Source: an optimization exercise on an open RTL-to-GDS flow (aim: small area). Production flows keep margins and buffers that such runs may drop. Function was checked by simulation only, so behaviour that the tests miss may differ from the original. Power is estimated from default activity; no workload was simulated.

==> build 32 <==
==> flow/design.v <==
module branch_checkpoint_table #(
    parameter int CP_DEPTH = 4,
    parameter int D_REG    = 64,
    parameter int S_REG    = 16,
    parameter int ROB_LEN  = 32,
    localparam int IDW     = $clog2(CP_DEPTH),
    localparam int CW      = IDW + 1,
    localparam int DW      = $clog2(D_REG),
    localparam int SW      = $clog2(S_REG),
    localparam int RW      = $clog2(ROB_LEN)
) (
    input  logic                  clk,
    input  logic                  rst,
    input  logic                  alloc_valid,
    input  logic [D_REG-1:0]      alloc_r_free_list,
    input  logic [S_REG-1:0]      alloc_s_free_list,
    input  logic [15:0][DW-1:0]   alloc_d_translation,
    input  logic [SW-1:0]         alloc_s_translation,
    input  logic [RW-1:0]         alloc_rob_tail,
    output logic [IDW-1:0]        alloc_id,
    output logic                  full,
    output logic                  empty,
    input  logic                  resolve_valid,
    input  logic [IDW-1:0]        resolve_id,
    input  logic                  resolve_mispredict,
    input  logic                  free_valid,
    input  logic [DW-1:0]         free_reg,
    output logic [D_REG-1:0]      frl_r_cp,
    output logic [S_REG-1:0]      frl_s_cp,
    output logic [15:0][DW-1:0]   tt_d_cp,
    output logic [SW-1:0]         tt_s_cp,
    output logic [RW-1:0]         rob_tail_cp
);
    localparam int STW = S_REG + 16*DW + SW + RW;
    logic [CP_DEPTH-1:0][D_REG-1:0]     r_free_r;
    logic [CP_DEPTH-1:0][STW-1:0]       stat_r;
    logic [CP_DEPTH-1:0]  valid_r;
    logic [IDW-1:0]       head_r;
    logic [IDW-1:0]       tail_r;
    logic [CW-1:0]        count_r;
    logic                 full_r;
    logic                 empty_r;
    logic                 correct_s;
    logic                 mispredict_s;
    logic                 alloc_s;
    logic [IDW-1:0]       resolve_pos_s;
    logic [CP_DEPTH-1:0]  valid_mid_s;
    logic [IDW-1:0]       tail_mid_s;
    logic [CW-1:0]        count_mid_s;
    logic [CP_DEPTH-1:0]  valid_next_s;
    logic [IDW-1:0]       tail_next_s;
    logic [CW-1:0]        count_alloc_s;
    logic [IDW-1:0]       head_next_s;
    logic [CW-1:0]        count_next_s;
    always_comb begin
        correct_s     = resolve_valid && !resolve_mispredict && valid_r[resolve_id];
        mispredict_s  = resolve_valid && resolve_mispredict && valid_r[resolve_id];
        alloc_s       = alloc_valid && !full_r && !(resolve_valid && resolve_mispredict);
        resolve_pos_s = resolve_id - head_r;
        valid_mid_s   = valid_r;
        tail_mid_s    = tail_r;
        count_mid_s   = count_r;
        if (correct_s) begin
            valid_mid_s[resolve_id] = 1'b0;
        end else if (mispredict_s) begin
            for (int i = 0; i < CP_DEPTH; i++) begin
                if ((IDW'(i) - head_r) >= resolve_pos_s) begin
                    valid_mid_s[i] = 1'b0;
                end
            end
            tail_mid_s  = resolve_id;
            count_mid_s = {1'b0, resolve_pos_s};
        end
        valid_next_s  = valid_mid_s;
        tail_next_s   = tail_mid_s;
        count_alloc_s = count_mid_s;
        if (alloc_s) begin
            valid_next_s[tail_r] = 1'b1;
            tail_next_s          = tail_r + IDW'(1);
            count_alloc_s        = count_mid_s + CW'(1);
        end
        if ((count_mid_s != CW'(0)) && !valid_mid_s[head_r]) begin
            head_next_s  = head_r + IDW'(1);
            count_next_s = count_alloc_s - CW'(1);
        end else begin
            head_next_s  = head_r;
            count_next_s = count_alloc_s;
        end
    end
    always_ff @(posedge clk or posedge rst) begin
        if (rst) begin
            valid_r <= '0;
            head_r  <= '0;
            tail_r  <= '0;
            count_r <= '0;
            full_r  <= 1'b0;
            empty_r <= 1'b1;
        end else begin
            valid_r <= valid_next_s;
            head_r  <= head_next_s;
            tail_r  <= tail_next_s;
            count_r <= count_next_s;
            full_r  <= (count_next_s == CW'(CP_DEPTH));
            empty_r <= (count_next_s == CW'(0));
        end
    end
    logic [CP_DEPTH-1:0] we_s;
    logic [D_REG-1:0]    fdec_s;
    always_comb begin
        for (int i = 0; i < CP_DEPTH; i++)
            we_s[i] = alloc_s && (tail_r == IDW'(i));
        for (int r = 0; r < D_REG; r++)
            fdec_s[r] = free_valid && (free_reg == DW'(r));
    end
    logic [STW-1:0] alloc_stat_s;
    assign alloc_stat_s = {alloc_s_free_list, alloc_d_translation,
                           alloc_s_translation, alloc_rob_tail};
    always_ff @(posedge clk) begin
        for (int i = 0; i < CP_DEPTH; i++) begin
            r_free_r[i] <= (we_s[i] ? alloc_r_free_list : r_free_r[i]) | fdec_s;
            if (we_s[i])
                stat_r[i] <= alloc_stat_s;
        end
    end
    assign alloc_id    = tail_r;
    assign full        = full_r;
    assign empty       = empty_r;
    logic [CP_DEPTH-1:0] rsel_s;
    logic [D_REG-1:0]    rd_free_s;
    logic [STW-1:0]      rd_stat_s;
    always_comb begin
        rd_free_s = '0;
        rd_stat_s = '0;
        for (int i = 0; i < CP_DEPTH; i++) begin
            rsel_s[i] = (resolve_id == IDW'(i));
            rd_free_s = rd_free_s | ({D_REG{rsel_s[i]}} & r_free_r[i]);
            rd_stat_s = rd_stat_s | ({STW{rsel_s[i]}} & stat_r[i]);
        end
    end
    assign frl_r_cp = rd_free_s;
    assign {frl_s_cp, tt_d_cp, tt_s_cp, rob_tail_cp} = rd_stat_s;
endmodule
==> flow/flow/run.sh <==
#!/bin/bash
# Own layout flow: the standard ORFS flow, with the port buffers made of the
# smallest buffer cell and a clock tree of small buffers without dummy loads.
set -euo pipefail
bash standard.sh \
  "BUFFER_PORTS_ARGS=-buffer_cell sky130_fd_sc_hd__buf_1" \
  "CTS_ARGS=-sink_clustering_enable -repair_clock_nets -dont_use_dummy_load -buf_list {sky130_fd_sc_hd__clkbuf_16} -sink_clustering_size 35 -sink_clustering_max_diameter 60" \
  finish > orfs_make.log 2>&1
==> flow/standard.sh <==
#!/bin/bash
# synth_recipe.tcl (not shown) runs the flow's synth.tcl, then flattens the netlist and writes it again
# the make line also repeats each setting of config.mk as NAME=value (left out here)
make -C /OpenROAD-flow-scripts/flow DESIGN_CONFIG=/design/flow/config.mk WORK_HOME=/design/flow/orfs CLKGATE_MAP_FILE= SYNTH_SCRIPT=/design/flow/synth_recipe.tcl "${@:-finish}"
==> flow/config.mk <==
export PLATFORM = sky130hd
export DESIGN_NAME = branch_checkpoint_table
export DESIGN_NICKNAME = branch_checkpoint_table
export VERILOG_FILES = /design/flow/design.v
export SDC_FILE = /design/flow/constraint.sdc
export NUM_CORES = 4
export LEC_CHECK = 0
export CAP_MARGIN = 20
export CORE_MARGIN = 2
export CORE_UTILIZATION = 40
export SLEW_MARGIN = 20
==> flow/constraint.sdc <==
create_clock -name core_clock -period 5.0 [get_ports {clk}]
set_input_delay 1.0000 -clock core_clock [delete_from_list [all_inputs] [get_ports {clk}]]
set_output_delay 1.0000 -clock core_clock [all_outputs]
set_load 0.01 [all_outputs]
==> inputs of trial 40, as changes to build 32 <==
==> flow/design.v, changed modules only <==
module branch_checkpoint_table #(
    parameter int CP_DEPTH = 4,
    parameter int D_REG    = 64,
    parameter int S_REG    = 16,
    parameter int ROB_LEN  = 32,
    localparam int IDW     = $clog2(CP_DEPTH),
    localparam int CW      = IDW + 1,
    localparam int DW      = $clog2(D_REG),
    localparam int SW      = $clog2(S_REG),
    localparam int RW      = $clog2(ROB_LEN)
) (
    input  logic                  clk,
    input  logic                  rst,
    input  logic                  alloc_valid,
    input  logic [D_REG-1:0]      alloc_r_free_list,
    input  logic [S_REG-1:0]      alloc_s_free_list,
    input  logic [15:0][DW-1:0]   alloc_d_translation,
    input  logic [SW-1:0]         alloc_s_translation,
    input  logic [RW-1:0]         alloc_rob_tail,
    output logic [IDW-1:0]        alloc_id,
    output logic                  full,
    output logic                  empty,
    input  logic                  resolve_valid,
    input  logic [IDW-1:0]        resolve_id,
    input  logic                  resolve_mispredict,
    input  logic                  free_valid,
    input  logic [DW-1:0]         free_reg,
    output logic [D_REG-1:0]      frl_r_cp,
    output logic [S_REG-1:0]      frl_s_cp,
    output logic [15:0][DW-1:0]   tt_d_cp,
    output logic [SW-1:0]         tt_s_cp,
    output logic [RW-1:0]         rob_tail_cp
);
    logic [CP_DEPTH-1:0][D_REG-1:0]     r_free_r;
    logic [CP_DEPTH-1:0][S_REG-1:0]     s_free_r;
    logic [CP_DEPTH-1:0][15:0][DW-1:0]  tt_d_r;
    logic [CP_DEPTH-1:0][SW-1:0]        tt_s_r;
    logic [CP_DEPTH-1:0][RW-1:0]        rob_tail_r;
    logic [CP_DEPTH-1:0]  valid_r;
    logic [IDW-1:0]       head_r;
    logic [IDW-1:0]       tail_r;
    logic [CW-1:0]        count_r;
    logic                 full_r;
    logic                 empty_r;
    logic                 correct_s;
    logic                 mispredict_s;
    logic                 alloc_s;
    logic [IDW-1:0]       resolve_pos_s;
    logic [CP_DEPTH-1:0]  valid_mid_s;
    logic [IDW-1:0]       tail_mid_s;
    logic [CW-1:0]        count_mid_s;
    logic [CP_DEPTH-1:0]  valid_next_s;
    logic [IDW-1:0]       tail_next_s;
    logic [CW-1:0]        count_alloc_s;
    logic [IDW-1:0]       head_next_s;
    logic [CW-1:0]        count_next_s;
    logic [CP_DEPTH-1:0][D_REG-1:0] r_free_next_s;
    always_comb begin
        correct_s     = resolve_valid && !resolve_mispredict && valid_r[resolve_id];
        mispredict_s  = resolve_valid && resolve_mispredict && valid_r[resolve_id];
        alloc_s       = alloc_valid && !full_r && !(resolve_valid && resolve_mispredict);
        resolve_pos_s = resolve_id - head_r;
        valid_mid_s   = valid_r;
        tail_mid_s    = tail_r;
        count_mid_s   = count_r;
        if (correct_s) begin
            valid_mid_s[resolve_id] = 1'b0;
        end else if (mispredict_s) begin
            for (int i = 0; i < CP_DEPTH; i++) begin
                if ((IDW'(i) - head_r) >= resolve_pos_s) begin
                    valid_mid_s[i] = 1'b0;
                end else begin
                    valid_mid_s[i] = valid_r[i];
                end
            end
            tail_mid_s  = resolve_id;
            count_mid_s = {1'b0, resolve_pos_s};
        end else begin
            valid_mid_s = valid_r;
        end
        valid_next_s  = valid_mid_s;
        tail_next_s   = tail_mid_s;
        count_alloc_s = count_mid_s;
        if (alloc_s) begin
            valid_next_s[tail_r] = 1'b1;
            tail_next_s          = tail_r + IDW'(1);
            count_alloc_s        = count_mid_s + CW'(1);
        end else begin
            tail_next_s          = tail_mid_s;
        end
        if ((count_mid_s != CW'(0)) && !valid_mid_s[head_r]) begin
            head_next_s  = head_r + IDW'(1);
            count_next_s = count_alloc_s - CW'(1);
        end else begin
            head_next_s  = head_r;
            count_next_s = count_alloc_s;
        end
    end
    always_comb begin
        r_free_next_s = r_free_r;
        for (int i = 0; i < CP_DEPTH; i++) begin
            if (alloc_s && (tail_r == IDW'(i))) begin
                r_free_next_s[i] = alloc_r_free_list;
            end else begin
                r_free_next_s[i] = r_free_r[i];
            end
            if (free_valid && (valid_mid_s[i] || (alloc_s && (tail_r == IDW'(i))))) begin
                r_free_next_s[i][free_reg] = 1'b1;
            end else begin
                r_free_next_s[i] = r_free_next_s[i];
            end
        end
    end
    always_ff @(posedge clk or posedge rst) begin
        if (rst) begin
            valid_r <= '0;
            head_r  <= '0;
            tail_r  <= '0;
            count_r <= '0;
            full_r  <= 1'b0;
            empty_r <= 1'b1;
        end else begin
            valid_r <= valid_next_s;
            head_r  <= head_next_s;
            tail_r  <= tail_next_s;
            count_r <= count_next_s;
            full_r  <= (count_next_s == CW'(CP_DEPTH));
            empty_r <= (count_next_s == CW'(0));
        end
    end
    always_ff @(posedge clk or posedge rst) begin
        if (rst) begin
            r_free_r   <= '0;
            s_free_r   <= '0;
            tt_d_r     <= '0;
            tt_s_r     <= '0;
            rob_tail_r <= '0;
        end else begin
            r_free_r <= r_free_next_s;
            if (alloc_s) begin
                s_free_r[tail_r]   <= alloc_s_free_list;
                tt_d_r[tail_r]     <= alloc_d_translation;
                tt_s_r[tail_r]     <= alloc_s_translation;
                rob_tail_r[tail_r] <= alloc_rob_tail;
            end else begin
                s_free_r   <= s_free_r;
                tt_d_r     <= tt_d_r;
                tt_s_r     <= tt_s_r;
                rob_tail_r <= rob_tail_r;
            end
        end
    end
    assign alloc_id    = tail_r;
    assign full        = full_r;
    assign empty       = empty_r;
    assign frl_r_cp    = r_free_r[resolve_id];
    assign frl_s_cp    = s_free_r[resolve_id];
    assign tt_d_cp     = tt_d_r[resolve_id];
    assign tt_s_cp     = tt_s_r[resolve_id];
    assign rob_tail_cp = rob_tail_r[resolve_id];
endmodule
==> flow/run.sh (new file) <==
#!/bin/bash
# synth_recipe.tcl (not shown) runs the flow's synth.tcl, then flattens the netlist and writes it again
# the make line also repeats each setting of config.mk as NAME=value (left out here)
make -C /OpenROAD-flow-scripts/flow DESIGN_CONFIG=/design/flow/config.mk WORK_HOME=/design/flow/orfs CLKGATE_MAP_FILE= SYNTH_SCRIPT=/design/flow/synth_recipe.tcl finish
removed: flow/flow/run.sh
removed: flow/standard.sh
==> inputs of trial 33, as changes to build 32 <==
==> flow/run.sh (new file) <==
#!/bin/bash
# synth_recipe.tcl (not shown) runs the flow's synth.tcl, then flattens the netlist and writes it again
# the make line also repeats each setting of config.mk as NAME=value (left out here)
make -C /OpenROAD-flow-scripts/flow DESIGN_CONFIG=/design/flow/config.mk WORK_HOME=/design/flow/orfs CLKGATE_MAP_FILE= SYNTH_SCRIPT=/design/flow/synth_recipe.tcl finish
removed: flow/flow/run.sh
removed: flow/standard.sh
==> notes.md <==
| item | build 32 | trial 40 | trial 33 |
|---|---|---|---|
| Run status | complete, no violations | complete, no violations | complete, no violations |
| Endpoint with the worst hold slack | - | s_free_r[13] | r_free_r[242] |
| Hold Slack | 0.387 ns | 0.468 ns | 0.463 ns |
| Top cell type by total area after synthesis | sky130_fd_sc_hd__edfxtp_1 | sky130_fd_sc_hd__dfrtp_1 | sky130_fd_sc_hd__edfxtp_1 |
| # H-tree levels | 2 | 3 | 3 |
| Half-perimeter wire length of the detailed placement result | 48.7 mm | 82.2 mm | 48.2 mm |
| Die Y-Extent | 273 um | 308 um | 273 um |
| Critical path capture point | tt_s_cp[0] | frl_r_cp[43] | frl_r_cp[26] |
| Cell Area, Placed | 0.0317 mm2 | 0.0423 mm2 | 0.0342 mm2 |
| Cell internal power dissipation | 12.0 mW | 18.1 mW | 13.9 mW |
| Flip-flop and latch power | 9.00 mW | 10.1 mW | 8.97 mW |
| Min cycle time layout | 3.81 ns | 3.96 ns | 3.95 ns |
| 1st-iter DRT viols | 1761 | 3224 | 1452 |
| Fraction of standard cell area that is sequential | 60.3% | 41.8% | 54.4% |
| Routed metal-1 wire length | 30.4 mm | 54.9 mm | 31.4 mm |
| Count of unique library cells instantiated by Yosys | 46 | 66 | 46 |
| Fraction of the mapped netlist area in simple logic gates | 13.2% | 10.3% | 13.2% |
| Filler cell count | 6375 | 8245 | 5940 |
| Worst-path cell with the longest stage delay | sky130_fd_sc_hd__mux4_2 | sky130_fd_sc_hd__mux4_2 | sky130_fd_sc_hd__clkdlybuf4s50_1 |
| Summed instance area of the synthesized netlist | 0.0290 mm2 | 0.0370 mm2 | 0.0290 mm2 |
| Maximum clock frequency | 0.262 GHz | 0.252 GHz | 0.253 GHz |
| Floorplan core area | 0.0716 mm2 | 0.0917 mm2 | 0.0716 mm2 |
| Most frequently used cell type in the post-synthesis netlist | sky130_fd_sc_hd__nand2_1 | sky130_fd_sc_hd__dfrtp_1 | sky130_fd_sc_hd__nand2_1 |
| #MultiIn Comb | 1157 | 2265 | 1157 |
| Transition time at the pin with the least slew margin | 1.07 ns | 1.06 ns | 1.14 ns |
| Met3 WL post-DR | 6.24 mm | 11.4 mm | 5.58 mm |
| Final cell count without fillers | 3366 | 4891 | 3451 |


==> inputs of run a <==
// branch_checkpoint_table: RTL as listed in full above, without the edits since
Settings: LEC_CHECK=0, CAP_MARGIN=20, CORE_MARGIN=2, CORE_UTILIZATION=40, SLEW_MARGIN=20; clock period 5.0 ns.
standard.sh (not shown) runs the stock make flow with config.mk's settings and CLKGATE_MAP_FILE= SYNTH_SCRIPT=/design/flow/synth_recipe.tcl, a recipe that flattens the netlist after the stock synthesis.
==> flow/flow/run.sh <==
#!/bin/bash
# Own layout flow: the standard ORFS flow, with the port buffers made of the
# smallest buffer cell and a clock tree of small buffers without dummy loads.
set -euo pipefail
bash standard.sh \
  "BUFFER_PORTS_ARGS=-buffer_cell sky130_fd_sc_hd__buf_1" \
  "CTS_ARGS=-sink_clustering_enable -repair_clock_nets -dont_use_dummy_load -buf_list {sky130_fd_sc_hd__clkbuf_8} -sink_clustering_size 18 -sink_clustering_max_diameter 50" \
  finish > orfs_make.log 2>&1
==> run b (differences from run a) <==
==> flow/run.sh (new file) <==
#!/bin/bash
# synth_recipe.tcl (not shown) runs the flow's synth.tcl, then flattens the netlist and writes it again
# the make line also repeats each setting of config.mk as NAME=value (left out here)
make -C /OpenROAD-flow-scripts/flow DESIGN_CONFIG=/design/flow/config.mk WORK_HOME=/design/flow/orfs CLKGATE_MAP_FILE= SYNTH_SCRIPT=/design/flow/synth_recipe.tcl finish
- CTS_BUF_LIST: unset -> sky130_fd_sc_hd__clkbuf_2 sky130_fd_sc_hd__clkbuf_4 sky130_fd_sc_hd__clkbuf_8
removed: flow/flow/run.sh
removed: flow/standard.sh
==> comparison table <==
                                                                           run a          run b
Routed wire length                                                       78.0 mm        78.9 mm
Sequential fraction of design power                                        54.1%          46.4%
Clock power frac                                                           20.8%          28.5%
Net switching power figure                                               5.12 mW        5.60 mW
Critical path endpoint                                                tt_s_cp[0]   frl_r_cp[56]
Setup slack after placement                                              1.03 ns       0.861 ns
Skew-Pair Late Insertion Delay                                           0.67 ns        0.73 ns
Layout Cells excl Fill                                                     3,395          3,535
Routability congestion estimate from global placement                      0.882          0.776
Worst hold margin                                                       0.311 ns       0.463 ns
Non-Clock Buffer Area Fraction                                             5.65%          11.7%
Total met2 wirelength after detailed routing                             38.5 mm        39.3 mm
Result of the run                                       timing/DRC/antenna clean  timing/DRC/antenna clean
First-pass GRT wire length                                                116 mm         118 mm
Share of layout cells above drive strength 1                               13.3%          17.9%
Post-route clock period utilization                                        76.1%          78.9%
Post-route standard cell area excluding fillers                     0.0329 sq mm   0.0368 sq mm
P_clk                                                                    3.46 mW        5.51 mW
Post-place instance area                                            0.0317 sq mm   0.0342 sq mm
Area taken by multi-input logic gates                              0.00860 sq mm  0.00861 sq mm
Number of antenna violations at the first check in global routing             18             10
Power Sequential                                                         8.99 mW        8.97 mW
Worst-case clock skew                                                  0.0725 ns      0.0332 ns
Worst VDD drop                                                          0.296 mV       0.355 mV

port drivers added, routing unchanged:
The results above use ideal ports. As a check the final layouts listed here were re-extracted and re-timed, cells and wires unchanged.
Step 1 assumes that a clkbuf_16 drives the clock port and a buf_2 every other input.
Step 2 also shifts input and output timing later by t, the mid clock arrival at the registers, as if the neighbouring blocks saw the same clock.
a / b / c = ideal / step 1 / step 2; a / b = the first two.
run | shift t [ns] | setup slack, ns | slew at the worst register clock pin (ns) | pins driven straight from the clock port
build 32 | 0.663 | 1.190 / 1.165 / 0.953 | 0.10 / 0.10 | 1
trial 40 | 0.710 | 1.038 / 0.990 / 0.813 | 0.07 / 0.07 | 1
trial 33 | 0.676 | 1.054 / 1.002 / 0.839 | 0.06 / 0.06 | 1
run a | 0.709 | 1.197 / 1.173 / 0.983 | 0.10 / 0.10 | 1
run b | 0.788 | 1.053 / 1.001 / 0.856 | 0.07 / 0.07 | 1
After both steps setup and hold are still met in every run listed. For build 32, which loses most, drivers alone change the setup slack by -0.025 ns; drivers and shift together by -0.237 ns.
